Background: an optimization exercise with open tools, aiming at small area and a short achievable clock period. Do not read the settings as production practice. The RTL was checked by simulation tests, not by an equivalence proof against the original design. Power and IR drop assume default switching activity.

==> flow/design.v (excerpt) <==
module exe_top (
  input  logic        clk,
  input  logic        arst_n,
  input  logic        insn_valid,
  input  logic [63:0] insn_pc,
  input  logic [31:0] insn_word,
  input  logic [63:0] insn_imm,
  input  logic [63:0] insn_src1,
  input  logic [63:0] insn_src2,
  input  logic [4:0]  insn_rd,
  output logic        wb_valid,
  output logic [4:0]  wb_rd,
  output logic [63:0] wb_data,
  output logic        wb_long,
  output logic        redirect_valid,
  output logic [63:0] redirect_target,
  output logic        mem_valid,
  output logic [63:0] mem_addr,
  output logic [63:0] mem_data,
  output logic [3:0]  mem_op,
  output logic [4:0]  mem_rd
);
Size in the first run: about 3900 cells after synthesis, about 200 flip-flops, roughly 570 I/O pins, roughly 24000 sq um of cells after synthesis.
clock: 10.0 ns
lec_check: 0
abc_area: 1
cap_margin: 20
core_margin: 2
core_utilization: 35
place_density: 0.75
setup_slack_margin: 5
slew_margin: 20
tns_end_percent: 0
run.sh (not shown) runs the stock make flow with config.mk's settings and CLKGATE_MAP_FILE= SYNTH_SCRIPT=/design/flow/synth_recipe.tcl, a recipe that flattens the netlist after the stock synthesis.
The baseline finished clean.
Edit:
==> flow/flow/run.sh (new file) <==
#!/bin/bash
# Standard layout (the standard.sh) with these changes:
#  - ADDER_MAP_FILE empty: Yosys does not pre-map full/half adders, so ABC
#    sees and times the whole datapath (registers are untouched)
#  - repair_timing aims for 6 ns of setup slack, on the worst path only
#    (TNS_END_PERCENT 0 in config.mk)
#  - MATCH_CELL_FOOTPRINT 0: repair may resize a cell to a wider footprint
#  - port buffers use the smallest buffer; repair_design/repair_timing size them
set -euo pipefail
bash standard.sh ADDER_MAP_FILE= SETUP_SLACK_MARGIN=6 MATCH_CELL_FOOTPRINT=0 'BUFFER_PORTS_ARGS=-buffer_cell sky130_fd_sc_hd__buf_1' finish > standard.log 2>&1
==> flow/standard.sh (new file) <==
#!/bin/bash
# synth_recipe.tcl (not shown) runs the flow's synth.tcl, then flattens the netlist and writes it again
# the make line also repeats each setting of config.mk as NAME=value (left out here)
make -C /OpenROAD-flow-scripts/flow DESIGN_CONFIG=/design/flow/config.mk WORK_HOME=/design/flow/orfs CLKGATE_MAP_FILE= SYNTH_SCRIPT=/design/flow/synth_recipe.tcl "${@:-finish}"
removed: flow/run.sh
Outcome:
- The changed run finished clean
- via count came out higher by 5.0%
- synthesized cell count came out higher by 6.1%
- final cell count came out higher by 6.6%
- synthesized area came out lower by 2.9%
- die area came out lower by 2.9%
- sequential share of layout area came out higher by 0.84 points
- register-to-register slack is better by 2100 ps
- cell area came out lower by 5.8%
Edit:
==> flow/flow/run.sh (replaced) <==
#!/bin/bash
# Standard layout (the standard.sh) with these changes:
#  - ADDER_MAP_FILE empty: Yosys does not pre-map full/half adders, so ABC
#    sees and times the whole datapath (registers are untouched)
#  - repair_timing aims for 6 ns of setup slack, on the worst path only
#    (TNS_END_PERCENT 0 in config.mk)
#  - port buffers use the smallest buffer; repair_design/repair_timing size them
set -euo pipefail
bash standard.sh ADDER_MAP_FILE= SETUP_SLACK_MARGIN=6 'BUFFER_PORTS_ARGS=-buffer_cell sky130_fd_sc_hd__buf_1' finish > standard.log 2>&1
--- a/flow/config.mk
+++ b/flow/config.mk
@@ -10,5 +10,5 @@
 export CORE_MARGIN = 2
 export CORE_UTILIZATION = 35
-export PLACE_DENSITY = 0.75
+export PLACE_DENSITY = 0.85
 export SETUP_SLACK_MARGIN = 5
 export SLEW_MARGIN = 20
Sequential share of layout area is about the same.
Maximum frequency went down slightly.
Non-clock buffer count went down by 13.
Register-to-register slack loses 170 ps.
Edit:
--- a/flow/config.mk
+++ b/flow/config.mk
@@ -10,5 +10,5 @@
 export CORE_MARGIN = 2
 export CORE_UTILIZATION = 35
-export PLACE_DENSITY = 0.85
+export PLACE_DENSITY = 0.75
 export SETUP_SLACK_MARGIN = 5
 export SLEW_MARGIN = 20
Synthesized area does not change.
Total power drops by 2.7%.
Clock-buffer cell count drops by 4.
Via count shrinks by 2.3%.
First-iteration DRC count goes down by 0.73%.
Wire length shrinks by 5.9%.
Die area stays the same.
Worst setup slack got worse by 9.2 ps.
Global-route usage decreases by 1.7 points.
Edit:
--- a/flow/config.mk
+++ b/flow/config.mk
@@ -9,5 +9,5 @@
 export CAP_MARGIN = 20
 export CORE_MARGIN = 2
-export CORE_UTILIZATION = 35
+export CORE_UTILIZATION = 45
 export PLACE_DENSITY = 0.75
 export SETUP_SLACK_MARGIN = 5
What happened: Global-route usage increases by 10 points; final area barely changes; wire length decreases by 1.5%.

* * *

Another version of the RTL of exe_top (not shown whole).
For scale: about 570 I/O pins, roughly 0.024 mm^2 of cells after synthesis.
==> flow/design.v (excerpt) <==
module exe_top (
  input  logic        clk,
  input  logic        arst_n,
  input  logic        insn_valid,
  input  logic [63:0] insn_pc,
  input  logic [31:0] insn_word,
  input  logic [63:0] insn_imm,
  input  logic [63:0] insn_src1,
  input  logic [63:0] insn_src2,
  input  logic [4:0]  insn_rd,
  output logic        wb_valid,
  output logic [4:0]  wb_rd,
  output logic [63:0] wb_data,
  output logic        wb_long,
  output logic        redirect_valid,
  output logic [63:0] redirect_target,
  output logic        mem_valid,
  output logic [63:0] mem_addr,
  output logic [63:0] mem_data,
  output logic [3:0]  mem_op,
  output logic [4:0]  mem_rd
);
clock: 10.0 ns
lec_check: 0
abc_area: 1
cap_margin: 20
core_margin: 2
core_utilization: 35
setup_slack_margin: 5
slew_margin: 20
tns_end_percent: 0
standard.sh (not shown) runs the stock make flow with config.mk's settings and CLKGATE_MAP_FILE= SYNTH_SCRIPT=/design/flow/synth_recipe.tcl, a recipe that flattens the netlist after the stock synthesis.
==> flow/flow/run.sh <==
#!/bin/bash
# Standard layout (the standard.sh) with these changes:
#  - ADDER_MAP_FILE empty: Yosys does not pre-map full/half adders, so ABC
#    sees and times the whole datapath (registers are untouched)
#  - repair_timing aims for 6 ns of setup slack, on the worst path only
#    (TNS_END_PERCENT 0 in config.mk)
#  - MATCH_CELL_FOOTPRINT 0: repair may resize a cell to a wider footprint
#  - port buffers use the smallest buffer; repair_design/repair_timing size them
set -euo pipefail
bash standard.sh ADDER_MAP_FILE= SETUP_SLACK_MARGIN=6 MATCH_CELL_FOOTPRINT=0 'BUFFER_PORTS_ARGS=-buffer_cell sky130_fd_sc_hd__buf_1' finish > standard.log 2>&1
Next try:
==> flow/flow/run.sh (replaced) <==
#!/bin/bash
# Standard layout (the standard.sh) with these changes:
#  - ADDER_MAP_FILE empty: Yosys does not pre-map full/half adders, so ABC
#    sees and times the whole datapath (registers are untouched)
#  - repair_timing aims for 6 ns of setup slack, on the worst path only
#    (TNS_END_PERCENT 0 in config.mk)
#  - port buffers use the smallest buffer; repair_design/repair_timing size them
set -euo pipefail
bash standard.sh ADDER_MAP_FILE= SETUP_SLACK_MARGIN=6 'BUFFER_PORTS_ARGS=-buffer_cell sky130_fd_sc_hd__buf_1' finish > standard.log 2>&1
What happened: Register-to-register slack is worse by 0.11 ns. Worst setup slack improves by 0.067 ns. First-iteration DRC count drops by 2.5%.
Next try:
- PLACE_DENSITY: unset -> 0.75
Synthesized cell count is unchanged.
Power fell by 5.8%.
Setup slack got worse by 0.16 ns.
Critical path depth rose by 4.
Die area is unchanged.
Cell count fell by 1.3%.
Fmax fell by 3.1%.
Clock skew rose by 0.014 ns.
Sequential cell count does not change.
Next try:
==> flow/flow/run.sh (replaced) <==
#!/bin/bash
# Standard layout (the standard.sh) with two changes:
#  - ADDER_MAP_FILE empty: Yosys does not pre-map full/half adders, so ABC
#    sees and times the whole datapath (registers are untouched)
#  - port buffers use the smallest buffer; repair_design/repair_timing size them
set -euo pipefail
bash standard.sh ADDER_MAP_FILE= 'BUFFER_PORTS_ARGS=-buffer_cell sky130_fd_sc_hd__buf_1' finish > standard.log 2>&1
- PLACE_DENSITY: 0.75 -> unset
- TNS_END_PERCENT: 0 -> unset
Result: The new run produced a clean layout. Total power rises by about 4.3%. Wire length rose by 3.1%. Setup slack is better by 0.019 ns. Hold slack gets worse by 0.019 ns.

re-timing with driven ports:
The results above use ideal ports. As a check the final layouts listed here were re-extracted and re-timed, cells and wires unchanged.
Step 1: set_driving_cell puts a clkbuf_16 on clk and a buf_2 on each other input, an assumption about the parent block.
Step 2 moves the port delays by t, midway between the first and last clock arrival at a register: inputs arrive t later, outputs are due t later. That takes back most of the time a late clock gives input paths.
Three values: ideal, step 1, step 2; two values: the first two.
| run | t, ns | slack for setup (ns) | clock arrival spread, ns | worst slew at a driven data input, ns |
|---|---|---|---|---|
| the first run of note 1 | 0.655 | 3.481 / 3.481 / 2.923 | 0.029 / 0.029 | 0.13 |
| the second run of note 1 | 0.659 | 5.074 / 4.960 / 4.301 | 0.015 / 0.015 | 0.30 |
| the third run of note 1 | 0.649 | 4.985 / 4.684 / 4.035 | 0.034 / 0.033 | 0.40 |
| the fourth run of note 1 | 0.657 | 4.976 / 4.917 / 4.261 | 0.020 / 0.019 | 0.25 |
| the fifth run of note 1 | 0.651 | 4.905 / 4.802 / 4.150 | 0.043 / 0.043 | 0.25 |
| the first run of note 2 | 0.674 | 4.988 / 4.836 / 4.162 | 0.027 / 0.028 | 0.23 |
| the second run of note 2 | 0.700 | 5.055 / 4.968 / 4.268 | 0.029 / 0.029 | 0.24 |
| the third run of note 2 | 0.670 | 4.897 / 4.821 / 4.150 | 0.047 / 0.047 | 0.19 |
| the fourth run of note 2 | 0.678 | 4.916 / 4.846 / 4.168 | 0.050 / 0.050 | 0.18 |
After both steps setup and hold are still met in every run listed. The setup slack of the third run of note 1, which loses most, moves by -0.301 ns with the drivers and by -0.950 ns with both steps.
